From an optimization exercise on the open Yosys and OpenROAD flow, aimed at small area, a short achievable clock period and few clock cycles; shortcuts taken in it are not production practice.
At most, simulation tests tie the RTL to the original design; equivalence was not proved.

==> flow/design.v (excerpt) <==
module invoice_amount_parser #(
	parameter int MAX_DIGITS = MAX_DIGITS_DEF
) (
	input  logic               clk,
	input  logic               arst_n,
	input  logic               in_valid,
	output logic               in_stall,
	input  logic [CHAR_W-1:0]  character,
	input  logic               last_char,
	output logic               out_valid,
	input  logic               out_stall,
	output logic [1:0]         status,
	output logic [SAT_W-1:0]   satoshis,
	output logic [FLASH_W-1:0] flash_count
);
	localparam logic [1:0] PH_SEEK  = 2'd0;
	localparam logic [1:0] PH_DIG   = 2'd1;
	localparam logic [1:0] PH_UNIT  = 2'd2;
	localparam logic [1:0] PH_DONE  = 2'd3;
	localparam logic [1:0] U_M = 2'd0;
	localparam logic [1:0] U_U = 2'd1;
	localparam logic [1:0] U_N = 2'd2;
	localparam logic [1:0] U_P = 2'd3;
	logic [1:0]  ph_q;
	logic [3:0]  cnt_q;       
	logic [3:0]  sig_q;       
	logic [1:0]  uk_q;        
	logic        ug_q;        
	logic [15:0] l_q;
	logic        accj_q;      
	logic        ended_q;     
	logic        loaded_q;    
	logic        stall_q;
	logic [1:0]  std_q;       
	logic [2:0]  kd_q;        
	logic [2:0]  occ_q;       
	logic        g_q;         
	logic        dz_q;        
	logic [56:0] acc_q;
	logic [2:0]  k_q;         
	logic [2:0]  z_q;         
	logic        active_q;
	logic        eended_q;
	logic        ov_q;
	logic [1:0]  st_q;
	logic [4:0]  fl_q;
	logic is_dig, is_let, is_mnup;
	logic [1:0] kind;
	assign is_dig = (character >= 8'h30) && (character <= 8'h39);
	assign is_let = ((character >= 8'h61) && (character <= 8'h7a)) ||
	                ((character >= 8'h41) && (character <= 8'h5a));
	always_comb begin
		is_mnup = 1'b1;
		kind    = U_M;
		unique case (character)
			8'h6d:   kind = U_M;
			8'h75:   kind = U_U;
			8'h6e:   kind = U_N;
			8'h70:   kind = U_P;
			default: is_mnup = 1'b0;
		endcase
	end
	logic       ir_v, ir_dig, ir_let, ir_mnup, ir_last;
	logic [1:0] ir_kind;
	logic [3:0] ir_d;
	logic       accept, ir_v_n, ir_dig_n;
	assign accept   = in_valid && !stall_q;
  ...
export LEC_CHECK = 0
export CAP_MARGIN = 20
export CORE_MARGIN = 2
export CORE_UTILIZATION = 60
export CTS_BUF_LIST = sky130_fd_sc_hd__clkbuf_4 sky130_fd_sc_hd__clkbuf_8
export SLEW_MARGIN = 20
create_clock -name core_clock -period 9.0 [get_ports {clk}]
standard.sh (not shown) runs the stock make flow with config.mk's settings and CLKGATE_MAP_FILE= SYNTH_SCRIPT=/design/flow/synth_recipe.tcl, a recipe that flattens the netlist after the stock synthesis.
==> flow/flow/run.sh <==
#!/bin/bash
set -euo pipefail
M=5.4
bash standard.sh "SETUP_SLACK_MARGIN=$M" \
  "BUFFER_PORTS_ARGS=-buffer_cell sky130_fd_sc_hd__buf_1" \
  "CTS_ARGS=-sink_clustering_enable -repair_clock_nets -dont_use_dummy_load -buf_list {sky130_fd_sc_hd__clkbuf_4 sky130_fd_sc_hd__clkbuf_8}" \
  finish > make_finish.log 2>&1
The baseline ran to the end with no violations.
Testbench counts at the start, summed over its fixed seeds: cycles 33,131.
Change:
--- a/flow/flow/run.sh
+++ b/flow/flow/run.sh
@@ -2,3 +2,3 @@
 set -euo pipefail
-M=5.4
+M=5.7
 bash standard.sh "SETUP_SLACK_MARGIN=$M" \
--- a/flow/config.mk
+++ b/flow/config.mk
@@ -9,3 +9,3 @@
 export CORE_MARGIN = 2
-export CORE_UTILIZATION = 60
+export CORE_UTILIZATION = 70
 export CTS_BUF_LIST = sky130_fd_sc_hd__clkbuf_4 sky130_fd_sc_hd__clkbuf_8
What happened:
- die area goes down by 14%
- clock-buffer cell count does not change
- global-route usage goes up by 5.7 points
- core utilization goes up by 14 points
- hold slack gets worse by 13 ps
- final cell count goes up by 0.60%
- fmax goes up by 4.5%
- cell area goes up by 3.7%


invoice_amount_parser, a different RTL version from the one above (not shown whole).
Size: roughly 1200 cells after synthesis, roughly 130 flip-flops, roughly 79 I/O pins, about 9100 µm² of cells after synthesis.
clock: 9.0 ns
lec_check: 0
abc_area: 1
cap_margin: 20
core_margin: 2
core_utilization: 66
cts_buf_list: sky130_fd_sc_hd__clkbuf_4 sky130_fd_sc_hd__clkbuf_8
slew_margin: 20
==> flow/flow/run.sh <==
#!/bin/bash
set -euo pipefail
M=6.1
bash standard.sh "SETUP_SLACK_MARGIN=$M" \
  "BUFFER_PORTS_ARGS=-buffer_cell sky130_fd_sc_hd__buf_1" \
  "CTS_ARGS=-sink_clustering_enable -repair_clock_nets -dont_use_dummy_load -buf_list {sky130_fd_sc_hd__clkbuf_4 sky130_fd_sc_hd__clkbuf_8}" \
  finish > make_finish.log 2>&1
The first run finished with timing, DRC and antenna clean.
Testbench counts at the start, summed over its fixed seeds: cycles 33,131.
Change:
--- a/flow/flow/run.sh
+++ b/flow/flow/run.sh
@@ -1,5 +1,5 @@
 #!/bin/bash
 set -euo pipefail
-M=6.1
+M=5.6
 bash standard.sh "SETUP_SLACK_MARGIN=$M" \
   "BUFFER_PORTS_ARGS=-buffer_cell sky130_fd_sc_hd__buf_1" \
--- a/flow/config.mk
+++ b/flow/config.mk
@@ -9,5 +9,5 @@
 export CAP_MARGIN = 20
 export CORE_MARGIN = 2
-export CORE_UTILIZATION = 66
+export CORE_UTILIZATION = 60
 export CTS_BUF_LIST = sky130_fd_sc_hd__clkbuf_4 sky130_fd_sc_hd__clkbuf_8
 export SLEW_MARGIN = 20
The changed run produced a clean layout. Worst setup slack gets worse by 0.030 ns. Cell area came out lower slightly. Die area came out higher by roughly a tenth. Global-route usage came out lower by 2.8 points. First-iteration DRC count came out lower by roughly a tenth.


## run 1
Another version of the RTL of invoice_amount_parser (not shown whole).
Size in the first run: roughly 910 cells after synthesis, about 130 flip-flops, roughly 79 I/O pins, about 0.0091 mm^2 of cells after synthesis.
==> flow/config.mk <==
export PLATFORM = sky130hd
export DESIGN_NAME = invoice_amount_parser
export DESIGN_NICKNAME = invoice_amount_parser
export VERILOG_FILES = /design/flow/design.v
export SDC_FILE = /design/flow/constraint.sdc
export NUM_CORES = 4
export LEC_CHECK = 0
export CAP_MARGIN = 20
export CORE_MARGIN = 2
export CORE_UTILIZATION = 60
export CTS_BUF_LIST = sky130_fd_sc_hd__clkbuf_4 sky130_fd_sc_hd__clkbuf_8
export SLEW_MARGIN = 20
==> flow/constraint.sdc <==
create_clock -name core_clock -period 9.0 [get_ports {clk}]
set_input_delay 1.8000 -clock core_clock [delete_from_list [all_inputs] [get_ports {clk}]]
set_output_delay 1.8000 -clock core_clock [all_outputs]
set_load 0.01 [all_outputs]
==> flow/flow/run.sh <==
#!/bin/bash
set -euo pipefail
M=5.75
bash standard.sh "SETUP_SLACK_MARGIN=$M" \
  "BUFFER_PORTS_ARGS=-buffer_cell sky130_fd_sc_hd__buf_1" \
  "CTS_ARGS=-sink_clustering_enable -repair_clock_nets -dont_use_dummy_load -buf_list {sky130_fd_sc_hd__clkbuf_4 sky130_fd_sc_hd__clkbuf_8}" \
  finish > make_finish.log 2>&1
Both conditions hold for run 1: the flow ran to the end and the final layout passed the timing, design-rule and antenna checks.
[inputs] run 2 vs run 1
Settings: swapping 60 for 75 in CORE_UTILIZATION.
-- flow/flow/run.sh --
<<< run 1, line 1
#!/bin/bash
set -euo pipefail
M=5.75
bash standard.sh "SETUP_SLACK_MARGIN=$M" \
  "BUFFER_PORTS_ARGS=-buffer_cell sky130_fd_sc_hd__buf_1" \
>>> run 2, line 1
#!/bin/bash
set -euo pipefail
M=5.6
bash standard.sh "SETUP_SLACK_MARGIN=$M" \
  "BUFFER_PORTS_ARGS=-buffer_cell sky130_fd_sc_hd__buf_1" \
==> summary.txt <==
- From run 1 to run 2 the numbers moved as follows: met3 demand-to-capacity share in global routing closely matched the old numbers; clock buffer and inverter area fraction after layout neither gained nor lost much; cell area decreased by about 1.8% relative to the old numbers.
- Run 2 vs run 1, wire length of the first global-routing pass went up by about 3.6%.
- Critical path depth in run 2 vs run 1: down 2
- For run 1, the cell with the biggest individual delay on the critical path was sky130_fd_sc_hd__edfxtp_1, unlike run 2, where it was sky130_fd_sc_hd__a311oi_4.
- Run 2 finished every stage and its layout cleared the timing, design-rule and antenna checks.
- Against run 1 as the reference, run 2 delivers a higher data arrival time at the worst-slack endpoint.
What run 3 does differently from run 2 at the input level:
Settings: swapping 75 for 60 in CORE_UTILIZATION.
--- outcome ---
Run 3 has completed all stages; timing, DRC and antenna checks passed. Run 3 reports a lower global router's overall resource usage than run 2 does. Summary of run 3 over run 2: design area grew by 0.43%; via count lower; routed wire length has decreased.
Function was not checked in any run of this note: the RTL went through the layout flow alone.


Another version of the RTL of invoice_amount_parser (not shown whole).
Size in the first run: roughly 860 cells after synthesis, about 79 I/O pins, about 8500 µm² of cells after synthesis.
clock: 9.0 ns
lec_check: 0
cap_margin: 20
core_margin: 2
core_utilization: 60
cts_buf_list: sky130_fd_sc_hd__clkbuf_2 sky130_fd_sc_hd__clkbuf_4
slew_margin: 20
==> flow/flow/run.sh <==
#!/bin/bash
set -euo pipefail
M=5.65
bash standard.sh "SETUP_SLACK_MARGIN=$M" \
  "BUFFER_PORTS_ARGS=-buffer_cell sky130_fd_sc_hd__buf_1" \
  "CTS_ARGS=-sink_clustering_enable -repair_clock_nets -dont_use_dummy_load -buf_list {sky130_fd_sc_hd__clkbuf_2 sky130_fd_sc_hd__clkbuf_4}" \
  finish > make_finish.log 2>&1
Testbench counts at the start, summed over its fixed seeds: cycles 33,131.
Then changed:
==> flow/flow/run.sh (replaced) <==
#!/bin/bash
set -euo pipefail
M=5.6
bash standard.sh "SETUP_SLACK_MARGIN=$M" \
  "BUFFER_PORTS_ARGS=-buffer_cell sky130_fd_sc_hd__buf_1" \
  "CTS_ARGS=-sink_clustering_enable -repair_clock_nets -dont_use_dummy_load -buf_list {sky130_fd_sc_hd__clkbuf_4 sky130_fd_sc_hd__clkbuf_8}" \
  finish > make_finish.log 2>&1
Settings changed: CORE_UTILIZATION 60 to 70, CTS_BUF_LIST sky130_fd_sc_hd__clkbuf_2 sky130_fd_sc_hd__clkbuf_4 to sky130_fd_sc_hd__clkbuf_4 sky130_fd_sc_hd__clkbuf_8, PLACE_DENSITY set to 0.75.
Via count is lower by 0.83%.
Final area is lower by 0.87%.
Die area is lower by 14%.
Wire length is lower by 3.5%.
Fmax is lower by 1.6%.
Then changed:
Settings changed: CORE_UTILIZATION 70 to 60, PLACE_DENSITY 0.75 to not set.
Effect: The new run completed without violations; design area rose by 0.60%; setup slack gains 0.053 ns; maximum frequency rose by 1.6%; first-iteration DRC count fell by 17%; die area rose by 16%; worst hold slack gains 0.017 ns; clock-buffer cell count does not change; clock skew fell by 0.010 ns; wire length rose by 2.5%; final cell count rose by 3.3%.


RTL: one of the versions met above, not the one the previous note started from.
Size in the first run: ~790 cells after synthesis, about 130 flip-flops, about 8200 sq um of cells after synthesis.
// invoice_amount_parser
module invoice_amount_parser #(
	parameter int MAX_DIGITS = MAX_DIGITS_DEF
) (
	input  logic               clk,
	input  logic               arst_n,
	input  logic               in_valid,
	output logic               in_stall,
	input  logic [CHAR_W-1:0]  character,
	input  logic               last_char,
	output logic               out_valid,
	input  logic               out_stall,
	output logic [1:0]         status,
	output logic [SAT_W-1:0]   satoshis,
	output logic [FLASH_W-1:0] flash_count
);
	localparam logic [1:0] PH_SEEK  = 2'd0;
	localparam logic [1:0] PH_DIG   = 2'd1;
	localparam logic [1:0] PH_UNIT  = 2'd2;
	localparam logic [1:0] PH_DONE  = 2'd3;
	localparam logic [1:0] U_M = 2'd0;
	localparam logic [1:0] U_U = 2'd1;
	localparam logic [1:0] U_N = 2'd2;
	localparam logic [1:0] U_P = 2'd3;
	logic [1:0]  ph_q;
	logic [3:0]  cnt_q;       
	logic [3:0]  sig_q;       
	logic [1:0]  uk_q;        
	logic        ug_q;        
	logic [15:0] l_q;
	logic        accj_q;      
	logic        ended_q;     
	logic        loaded_q;    
	logic        stall_q;
	logic [1:0]  std_q;       
	logic [2:0]  kd_q;        
	logic [2:0]  occ_q;       
	logic        g_q;         
	logic        dz_q;        
	logic [56:0] acc_q;
	logic [2:0]  k_q;         
	logic [2:0]  z_q;         
	logic        active_q;
	logic        eended_q;
	logic        ov_q;
	logic [1:0]  st_q;
	logic [4:0]  fl_q;
	logic is_dig, is_let, is_mnup;
	logic [1:0] kind;
  ...
clock: 9.0 ns
lec_check: 0
cap_margin: 20
core_margin: 2
core_utilization: 60
cts_buf_list: sky130_fd_sc_hd__clkbuf_4 sky130_fd_sc_hd__clkbuf_8
slew_margin: 20
==> flow/flow/run.sh <==
#!/bin/bash
set -euo pipefail
M=5.8
bash standard.sh "SETUP_SLACK_MARGIN=$M" \
  "BUFFER_PORTS_ARGS=-buffer_cell sky130_fd_sc_hd__buf_1" \
  "CTS_ARGS=-sink_clustering_enable -repair_clock_nets -dont_use_dummy_load -buf_list {sky130_fd_sc_hd__clkbuf_4 sky130_fd_sc_hd__clkbuf_8}" \
  finish > make_finish.log 2>&1
The baseline finished clean.
Testbench counts at the start, summed over its fixed seeds: cycles 33,131.
Edit:
--- a/flow/flow/run.sh
+++ b/flow/flow/run.sh
@@ -3 +3 @@
-M=5.8
+M=6.1
@@ -5 +5 @@
-  "BUFFER_PORTS_ARGS=-buffer_cell sky130_fd_sc_hd__buf_1" \
+  "BUFFER_PORTS_ARGS=-buffer_cell sky130_fd_sc_hd__buf_2" \
Settings changed: ABC_AREA from default to 1.
Outcome: The new run finished clean. Worst setup slack improved by 0.39 ns. Fmax grows by about 14%. Final area increases by about 9%. Sequential share of layout area decreases by 3.1 points. Register-to-register slack is better by 0.57 ns.


invoice_amount_parser, a different RTL version from the one above (not shown whole).
Design invoice_amount_parser, start of the top module:
module invoice_amount_parser #(
	parameter int MAX_DIGITS = MAX_DIGITS_DEF
) (
	input  logic               clk,
	input  logic               arst_n,
	input  logic               in_valid,
	output logic               in_stall,
	input  logic [CHAR_W-1:0]  character,
	input  logic               last_char,
	output logic               out_valid,
	input  logic               out_stall,
	output logic [1:0]         status,
	output logic [SAT_W-1:0]   satoshis,
	output logic [FLASH_W-1:0] flash_count
);
Settings: LEC_CHECK=0, ABC_CLOCK_PERIOD_IN_PS=3000, CAP_MARGIN=20, CORE_MARGIN=2, CORE_UTILIZATION=60, SETUP_SLACK_MARGIN=5, SLEW_MARGIN=20; clock period 9.0 ns.
==> flow/flow/run.sh <==
#!/bin/bash
set -euo pipefail
bash standard.sh SETUP_SLACK_MARGIN=6 "BUFFER_PORTS_ARGS=-buffer_cell sky130_fd_sc_hd__buf_2" finish > make_finish.log 2>&1
Then changed:
==> flow/run.sh (new file) <==
#!/bin/bash
# synth_recipe.tcl (not shown) runs the flow's synth.tcl, then flattens the netlist and writes it again
# the make line also repeats each setting of config.mk as NAME=value (left out here)
make -C /OpenROAD-flow-scripts/flow DESIGN_CONFIG=/design/flow/config.mk WORK_HOME=/design/flow/orfs CLKGATE_MAP_FILE= SYNTH_SCRIPT=/design/flow/synth_recipe.tcl finish
removed: flow/flow/run.sh
removed: flow/standard.sh
Effect: The new run finished clean. Routed wire length shrinks by a quarter to a third. Utilization shrinks by 15 points. Global-route usage shrinks by 7.8 points. Clock skew shrinks by 0.0050 ns.
Function was not checked in any run of this note: the RTL went through the layout flow alone.


== job 3680 ==
RTL: one of the versions met above, not the one the previous note started from.
Size: roughly 1200 cells after synthesis, about 79 I/O pins, roughly 9100 um2 of cells after synthesis.
Settings: LEC_CHECK=0, ABC_AREA=1, CAP_MARGIN=20, CORE_MARGIN=2, CORE_UTILIZATION=60, CTS_BUF_LIST=sky130_fd_sc_hd__clkbuf_4 sky130_fd_sc_hd__clkbuf_8, SLEW_MARGIN=20; clock period 9.0 ns.
==> flow/flow/run.sh <==
#!/bin/bash
set -euo pipefail
M=6.3
bash standard.sh "SETUP_SLACK_MARGIN=$M" \
  "BUFFER_PORTS_ARGS=-buffer_cell sky130_fd_sc_hd__buf_1" \
  "CTS_ARGS=-sink_clustering_enable -repair_clock_nets -dont_use_dummy_load -buf_list {sky130_fd_sc_hd__clkbuf_4 sky130_fd_sc_hd__clkbuf_8}" \
  finish > make_finish.log 2>&1
Testbench counts of job 3680, summed over its fixed seeds: cycles 33,131.
Edits applied to the flow inputs when going from job 3680 to job 3907:
- ABC_AREA: 1 -> unset
- SLEW_MARGIN: 20 -> 10
- CAP_MARGIN: 20 -> 10
diff --git a/flow/flow/run.sh b/flow/flow/run.sh
--- a/flow/flow/run.sh
+++ b/flow/flow/run.sh
@@ -1,5 +1,5 @@
 #!/bin/bash
 set -euo pipefail
-M=6.3
+M=5.6
 bash standard.sh "SETUP_SLACK_MARGIN=$M" \
   "BUFFER_PORTS_ARGS=-buffer_cell sky130_fd_sc_hd__buf_1" \
Findings:
- Global-route usage delta for job 3907 relative to job 3680: 1.7 points lower
- There was hardly any difference in post-CTS clock slew at the launch and capture registers of the worst setup and hold paths between job 3680 and job 3907.
- Summary: with job 3680 as the reference, met2 layer wire length in the routed design in job 3907 moved down by more than 10%.
- Per the comparison of job 3907 with job 3680, sequential fraction of the synthesis area increased by 4.2 points relative to the old numbers, inserted tap cell count went down 8, clock latency on the worst-skew pair fell 0.02 ns, fraction of the cycle the final worst path needs now larger.
- Job 3907 against job 3680: post-synthesis share of cell area spent on full adders, half adders and majority gates saw an increase, shortest clock period the worst path allows after layout saw an increase, met1 demand-to-capacity share in global routing saw a decrease.
The inputs of job 2661 differ from those of job 3907 as listed below.
- putting ABC_AREA at 1 where nothing was set
- swapping 10 for 20 in CAP_MARGIN
- swapping 10 for 20 in SLEW_MARGIN
diff --git a/flow/flow/run.sh b/flow/flow/run.sh
--- a/flow/flow/run.sh
+++ b/flow/flow/run.sh
@@ -1,5 +1,5 @@
 #!/bin/bash
 set -euo pipefail
-M=5.6
+M=6.2
 bash standard.sh "SETUP_SLACK_MARGIN=$M" \
   "BUFFER_PORTS_ARGS=-buffer_cell sky130_fd_sc_hd__buf_1" \
Results
- Looking at utilization, job 2661 sits 3.5 points above job 3907.
- On job 2661: maximum frequency is 14% higher than what job 3907 gave.
- Run comparison: job 3907 type of the worst setup path flip-flop to flip-flop; job 2661 type of the worst setup path flip-flop to output pin
- Die outline width, job 2661 vs job 3907: up by a few percent
- From job 3907 to job 2661 the numbers moved as follows: synthesized cell area increased about 10%, core region area +about 10%, layout buffer count excluding clock buffers shows an increase of 59.
- The via count reported for job 2661 is higher than the one for job 3907.
- Sort job 3907 and job 2661 by number of inverters outside the clock class in the layout, ascending, and job 3907 comes first.
- Most common cell after layout, fill and taps aside: nand2_1 -> job 2661, edfxtp_1 -> job 3907
The inputs of job 427 differ from those of job 2661 as listed below.
diff --git a/flow/flow/run.sh b/flow/flow/run.sh
--- a/flow/flow/run.sh
+++ b/flow/flow/run.sh
@@ -1,5 +1,5 @@
 #!/bin/bash
 set -euo pipefail
-M=6.2
+M=6.0
 bash standard.sh "SETUP_SLACK_MARGIN=$M" \
   "BUFFER_PORTS_ARGS=-buffer_cell sky130_fd_sc_hd__buf_1" \
==> summary.txt <==
- Status: total cell area at the placement stage parity (job 2661, job 427)
- From job 2661 to job 427 the numbers moved as follows: share of final layout cell area taken by non-clock buffers lost 5.4 points; overall fraction of global-route tracks in use lost 1.3 points; number of combinational gates with multiple inputs about even; slack of the critical path lower.
## Diff of input files: job 1878 against job 427
- CTS_BUF_LIST changed from sky130_fd_sc_hd__clkbuf_4 sky130_fd_sc_hd__clkbuf_8 to sky130_fd_sc_hd__clkbuf_16
==> flow/flow/run.sh <==
#!/bin/bash
set -euo pipefail
M=6.1
bash standard.sh "SETUP_SLACK_MARGIN=$M" \
  "BUFFER_PORTS_ARGS=-buffer_cell sky130_fd_sc_hd__buf_1" \
  "CTS_ARGS=-sink_clustering_enable -repair_clock_nets -dont_use_dummy_load -buf_list {sky130_fd_sc_hd__clkbuf_16}" \
  finish > make_finish.log 2>&1
[summary]
- Non-clock buffer count up 2 in job 1878 wrt job 427
- Job 427 ended up with satoshis[2] as its worst setup path endpoint; job 1878 ended up with satoshis[6].
- Comparing job 427 against job 1878, there is no change at all in share of the synthesized area in compound gates (AO/OA/AOI/OAI).
- Lower actual slew at the worst max-slew pin was reported by job 427, not job 1878.
- Diff job 427 -> job 1878 | post-route cell area | increase of 2.3%
Input changes introduced in job 7527 (baseline for comparison: job 1878):
- GPL_ROUTABILITY_DRIVEN: unset -> 0
- CTS_BUF_LIST: sky130_fd_sc_hd__clkbuf_16 -> sky130_fd_sc_hd__clkbuf_4 sky130_fd_sc_hd__clkbuf_8
- ABC_AREA: 1 -> unset
==> flow/flow/run.sh <==
#!/bin/bash
set -euo pipefail
M=5.6
bash standard.sh "SETUP_SLACK_MARGIN=$M" \
  "BUFFER_PORTS_ARGS=-buffer_cell sky130_fd_sc_hd__buf_1" \
  "CTS_ARGS=-sink_clustering_enable -repair_clock_nets -dont_use_dummy_load -buf_list {sky130_fd_sc_hd__clkbuf_4 sky130_fd_sc_hd__clkbuf_8}" \
  finish > make_finish.log 2>&1
--- outcome ---
Changes observed in job 7527 relative to job 1878: fraction of area in multi-input gates went up by 1.6 points, final non-filler cell total went down by 379. Looking at wire length of the first global-routing pass, job 7527 sits about 11% below job 1878. Taking job 1878 as 1.0, job 7527 lands at 0.71 on net count after synthesis. Taking job 1878 as the reference, in job 7527 final critical-path setup slack moved down; wire length reported by the detailed router moved down.

what the ideal ports hide:
The flow's constraints put no driver on any port. The routed layouts listed below were extracted and timed again, unchanged, in two steps. Step 1: set_driving_cell puts a clkbuf_16 on clk and a buf_2 on each other input, an assumption about the parent block. Step 2 also shifts input and output timing later by t, the mid clock arrival at the registers, as if the neighbouring blocks saw the same clock. Slacks: no drivers / after step 1 / after step 2; pairs: no drivers / after step 1.
run	t, ns	slack for setup (ns)	worst data-port slew with drivers (ns)
the first run of note 1	0.476	5.544 / 5.544 / 5.544	0.03
the second run of note 1	0.473	5.693 / 5.693 / 5.693	0.03
the first run of note 2	0.473	6.084 / 6.049 / 5.924	0.04
the second run of note 2	0.484	6.054 / 6.016 / 5.660	0.03
run 1	0.470	5.837 / 5.837 / 5.837	0.03
run 2	0.476	5.723 / 5.723 / 5.723	0.03
run 3	0.469	5.752 / 5.752 / 5.752	0.03
the first run of note 4	0.547	5.703 / 5.703 / 5.703	0.03
the second run of note 4	0.465	5.649 / 5.649 / 5.649	0.03
the third run of note 4	0.454	5.702 / 5.702 / 5.702	0.03
the first run of note 5	0.467	5.738 / 5.738 / 5.738	0.03
the second run of note 5	0.471	6.132 / 6.093 / 5.946	0.03
the first run of note 6	0.412	5.151 / 5.151 / 4.941	0.06
the second run of note 6	0.398	5.085 / 5.096 / 4.708	0.04
job 3680	0.483	6.160 / 6.119 / 6.039	0.03
job 3907	0.465	5.759 / 5.759 / 5.750	0.03
job 2661	0.477	6.156 / 6.119 / 6.076	0.03
job 427	0.477	6.085 / 6.047 / 5.920	0.04
job 1878	0.453	6.144 / 6.101 / 6.056	0.04
job 7527	0.465	5.759 / 5.759 / 5.750	0.03
After both steps every run listed still meets setup and hold. The setup slack of the second run of note 2, which loses most, moves by -0.038 ns with the drivers and by -0.394 ns with both steps.
